Background: an optimization exercise with open tools, aiming at small area, a short achievable clock period and few clock cycles per item. Do not read the settings as production practice. Only simulation tests tie the RTL to the original design; equivalence was not proved. No activity file was given, so power comes from the tool's default toggle rates.

Setup of run 4:
==> flow/design.v <==
package stream_merge_pkg;
    typedef logic [64-1:0] in_word_t;
    typedef logic [32-1:0] out_half_t;
    typedef logic chan_id_t;  
    typedef struct packed {
        chan_id_t  chan;     
        logic      hi_half;  
        out_half_t data;
    } merge_beat_t;
endpackage
module dual_stream_merge (
    input  logic                                 clk_i,
    input  logic                                 rst_n_i,
    input  logic [1:0]                           wr_valid_i,
    input  logic [2*64-1:0]            wr_data_i,   
    output logic [1:0]                           wr_ready_o,
    output logic [2*($clog2(16)+1)-1:0] wr_free_o,  
    input  logic                                 out_ready_i,
    output logic                                 out_valid_o,
    output logic [32+1:0]             out_beat_o   
);
    localparam int W  = 64;
    localparam int H  = 32;
    localparam int D  = 16;
    localparam int AW = $clog2(16);
    localparam int FW = AW + 1;
    logic         ov_q;    
    logic         oc_q;    
    logic [1:0]   lo_q;    
    logic [H-1:0] hd_q;    
    logic         ovo_q;
    logic         oco_q;
    logic         oho_q;
    logic [H-1:0] odo_q;
    logic [D-1:0]  wsel_q [2];  
    logic [D-1:0]  rsel_q [2];  
    logic [FW-1:0] free_q [2];  
    logic [1:0]    rdy_q;       
    logic [1:0]    ne_q;        
    logic [1:0]    one_q;       
    logic [1:0]    top_q;       
    logic [FW-1:0] freeo_q [2];  
    logic [1:0]    rdyo_q;       
    logic [D-1:0]  rsel_n [2];
    logic [D-1:0]  s_q [2][2];  
    logic [W-1:0] mem [2][D];
    logic       load;    
    logic       cont;    
    logic       nsel;    
    logic       nval;    
    logic [1:0] push;
    logic [1:0] adv;     
    logic [H-1:0] nd;
    logic [1:0]   ne_n;
    logic [1:0]   lo_n;
    logic         oc_n;
    function automatic logic [FW-1:0] inc(input logic [FW-1:0] x);
        for (int k = 0; k < FW; k++) begin
            inc[k] = x[k] ^ ((x & FW'((1 << k) - 1)) == FW'((1 << k) - 1));
        end
    endfunction
    function automatic logic [FW-1:0] dec(input logic [FW-1:0] x);
        for (int k = 0; k < FW; k++) begin
            dec[k] = x[k] ^ (~|(x & FW'((1 << k) - 1)));
        end
    endfunction
    assign load = !ov_q || out_ready_i;
    assign cont = lo_q[0] || lo_q[1];
    always_comb begin
        if (ne_q[0] && ne_q[1]) begin
            nsel = !oc_q;
        end else begin
            nsel = ne_q[1];
        end
    end
    assign nval = cont || ne_q[0] || ne_q[1];
    for (genvar c = 0; c < 2; c++) begin : g_chan
        logic [FW-1:0] free_n;
        logic          rdy_n, one_n, top_n;
        logic [FW-1:0] freeo_n;
        logic          rdyo_n;
        logic [D-1:0]  wsel_n;
        assign push[c] = wr_valid_i[c] && rdy_q[c];
        assign adv[c]  = out_ready_i && lo_q[c];
        always_comb begin
            free_n = free_q[c];
            rdy_n  = rdy_q[c];
            ne_n[c] = ne_q[c];
            one_n  = one_q[c];
            top_n  = top_q[c];
            if (push[c] && !adv[c]) begin
                free_n = dec(free_q[c]);
                rdy_n  = !one_q[c];
                ne_n[c] = 1'b1;
                one_n  = free_q[c] == FW'(2);
                top_n  = free_q[c] == FW'(D);
            end else if (adv[c] && !push[c]) begin
                free_n = inc(free_q[c]);
                rdy_n  = 1'b1;
                ne_n[c] = !top_q[c];
                one_n  = !rdy_q[c];
                top_n  = free_q[c] == FW'(D-2);
            end
        end
        logic [FW-1:0] freeo;
        assign freeo = freeo_q[c] ^ {1'b1, {FW-1{1'b0}}};
        always_comb begin
            freeo_n = freeo;
            rdyo_n  = !rdyo_q[c];
            if (push[c] && !adv[c]) begin
                freeo_n = dec(freeo);
                rdyo_n  = freeo != FW'(1);
            end else if (adv[c] && !push[c]) begin
                freeo_n = inc(freeo);
                rdyo_n  = 1'b1;
            end
        end
        always_comb begin
            if (!rdy_q[c]) begin
                wsel_n = adv[c] ? rsel_q[c] : '0;
            end else if (push[c]) begin
                wsel_n = rdy_n ? {wsel_q[c][D-2:0], wsel_q[c][D-1]} : '0;
            end else begin
                wsel_n = wsel_q[c];
            end
        end
        always_ff @(posedge clk_i or negedge rst_n_i) begin
            if (!rst_n_i) begin
                free_q[c]  <= FW'(D);
                rdy_q[c]   <= 1'b1;
                ne_q[c]    <= 1'b0;
                one_q[c]   <= 1'b0;
                top_q[c]   <= 1'b0;
                freeo_q[c] <= '0;
                rdyo_q[c]  <= 1'b0;
                wsel_q[c]  <= D'(1);
                rsel_q[c]  <= D'(1);
            end else begin
                free_q[c]  <= free_n;
                rdy_q[c]   <= rdy_n;
                ne_q[c]    <= ne_n[c];
                one_q[c]   <= one_n;
                top_q[c]   <= top_n;
                freeo_q[c] <= freeo_n ^ {1'b1, {FW-1{1'b0}}};
                rdyo_q[c]  <= !rdyo_n;
                wsel_q[c]  <= wsel_n;
                rsel_q[c]  <= rsel_n[c];
            end
        end
        assign rsel_n[c] = adv[c] ? {rsel_q[c][D-2:0], rsel_q[c][D-1]} : rsel_q[c];
        for (genvar i = 0; i < D; i++) begin : g_ent
            always_ff @(posedge clk_i) begin
                if (wsel_q[c][i]) begin
                    mem[c][i] <= wr_data_i[c*W +: W];
                end
            end
        end
        assign wr_ready_o[c]         = !rdyo_q[c];
        assign wr_free_o[c*FW +: FW] = freeo;
    end
    always_comb begin
        lo_n = lo_q;
        oc_n = oc_q;
        if (load) begin
            lo_n = '0;
            if (!cont && nval) begin
                oc_n = nsel;
                lo_n = {nsel, !nsel};
            end
        end
    end
    logic cont_n, nsel_n;
    assign cont_n = lo_n[0] || lo_n[1];
    assign nsel_n = (ne_n[0] && ne_n[1]) ? !oc_n : ne_n[1];
    always_ff @(posedge clk_i) begin
        for (int c = 0; c < 2; c++) begin
            s_q[c][1] <= rsel_n[c] & {D{lo_n[c]}};
            s_q[c][0] <= rsel_n[c] & {D{!cont_n && (nsel_n == c)}};
        end
    end
    always_comb begin
        nd = '0;
        for (int c = 0; c < 2; c++) begin
            for (int h = 0; h < 2; h++) begin
                for (int i = 0; i < D; i++) begin
                    nd = nd | (mem[c][i][h*H +: H] & {H{s_q[c][h][i]}});
                end
            end
        end
    end
    always_ff @(posedge clk_i or negedge rst_n_i) begin
        if (!rst_n_i) begin
            ov_q  <= 1'b0;
            oc_q  <= 1'b1;  
            lo_q  <= '0;
            ovo_q <= 1'b0;
            oco_q <= 1'b0;
            oho_q <= 1'b0;
        end else begin
            if (load) begin
                ov_q <= nval;
            end
            lo_q <= lo_n;
            oc_q <= oc_n;
            if (!ovo_q || out_ready_i) begin
                ovo_q <= nval;
                if (cont) begin
                    oho_q <= 1'b1;
                end else if (nval) begin
                    oho_q <= 1'b0;
                    oco_q <= nsel;
                end
            end
        end
    end
    always_ff @(posedge clk_i) begin
        if (load && nval) begin
            hd_q <= nd;
        end
        odo_q <= load ? nd : hd_q;
    end
    assign out_valid_o = ovo_q;
    assign out_beat_o  = {oco_q, oho_q, odo_q};
endmodule
make LEC_CHECK=0 CAP_MARGIN=20 CORE_MARGIN=2 CORE_UTILIZATION=60 CTS_CLUSTER_DIAMETER=100 CTS_CLUSTER_SIZE=30 SETUP_SLACK_MARGIN=2.5 SLEW_MARGIN=20 TNS_END_PERCENT=5 finish   # period 4.5 ns
run.sh (not shown) runs the stock make flow with config.mk's settings and CLKGATE_MAP_FILE= SYNTH_SCRIPT=/design/flow/synth_recipe.tcl, a recipe that flattens the netlist after the stock synthesis.
Testbench counts of run 4, summed over its fixed seeds: cycles 6,160, beats 6,144.
What run 3 does differently from run 4 at the input level:
--- a/flow/design.v
+++ b/flow/design.v
@@ -28,5 +28,4 @@
     logic         oc_q;    
     logic [1:0]   lo_q;    
-    logic [H-1:0] hd_q;    
     logic         ovo_q;
     logic         oco_q;
@@ -180,9 +179,9 @@
     end
     always_comb begin
-        nd = '0;
+        nd = odo_q & {H{!load}};
         for (int c = 0; c < 2; c++) begin
             for (int h = 0; h < 2; h++) begin
                 for (int i = 0; i < D; i++) begin
-                    nd = nd | (mem[c][i][h*H +: H] & {H{s_q[c][h][i]}});
+                    nd = nd | (mem[c][i][h*H +: H] & {H{s_q[c][h][i] && load}});
                 end
             end
@@ -215,8 +214,5 @@
     end
     always_ff @(posedge clk_i) begin
-        if (load && nval) begin
-            hd_q <= nd;
-        end
-        odo_q <= load ? nd : hd_q;
+        odo_q <= nd;
     end
     assign out_valid_o = ovo_q;
Notes after the runs:
Summary of the comparison: length in cells of the worst reg-to-reg path is lower in run 3, relative to run 4. On number of antenna violations at the first check in global routing: between run 4 and run 3, it ends up lower for run 3. Compared with run 4, run 3 shows logic depth of the worst path, buffers included lower by 5. Fraction of the mapped netlist area in simple logic gates in run 3 is 0.94 points above run 4. Relative to run 4, the synthesized area measured on run 3 has decreased slightly. According to the power report, total power for run 3 is lower than for run 4. Buffer depth of the longest clock path essentially unchanged between run 3 and run 4. Between run 4 and run 3, the clock network fraction of total power is lower for run 3. Run 3 — worst setup slack 0.053 ns higher, run 4 as reference. Total count of max-transition violations in the final report: run 3 vs run 4 identical. Flip-flop and latch count after synthesis delta for run 3 relative to run 4: 32 lower. Synthesized-area fraction occupied by adder cells of run 4 is on par with run 3.
Testbench counts of run 3, summed over its fixed seeds: cycles 6,160, beats 6,144.

-- port drivers added, routing unchanged --
In the flow no input, the clock included, has a driving cell. The finished layouts below were timed again as built, in two steps.
Step 1 sets driving cells, clkbuf_16 on the clock port and buf_2 on the other inputs (assumed; they add their load-dependent delay and slew).
Step 2, shift: input delay + t, output delay - t, t = (earliest + latest rising clock arrival at the registers) / 2. This alone moves slack from input paths to output paths.
Three values: ideal ports, drivers, drivers and shift; two values: the first two.
run	t, ns	setup slack, ns	worst setup path at the end	slew at the worst register clock pin (ns)
run 4	0.842	2.057 / 2.034 / 1.632	input to register	0.12 / 0.12
run 3	0.833	2.110 / 2.110 / 1.612	input to register	0.12 / 0.12
After both steps every run listed still meets setup and hold. For run 3, which loses most, drivers alone change the setup slack by 0.000 ns; drivers and shift together by -0.498 ns.
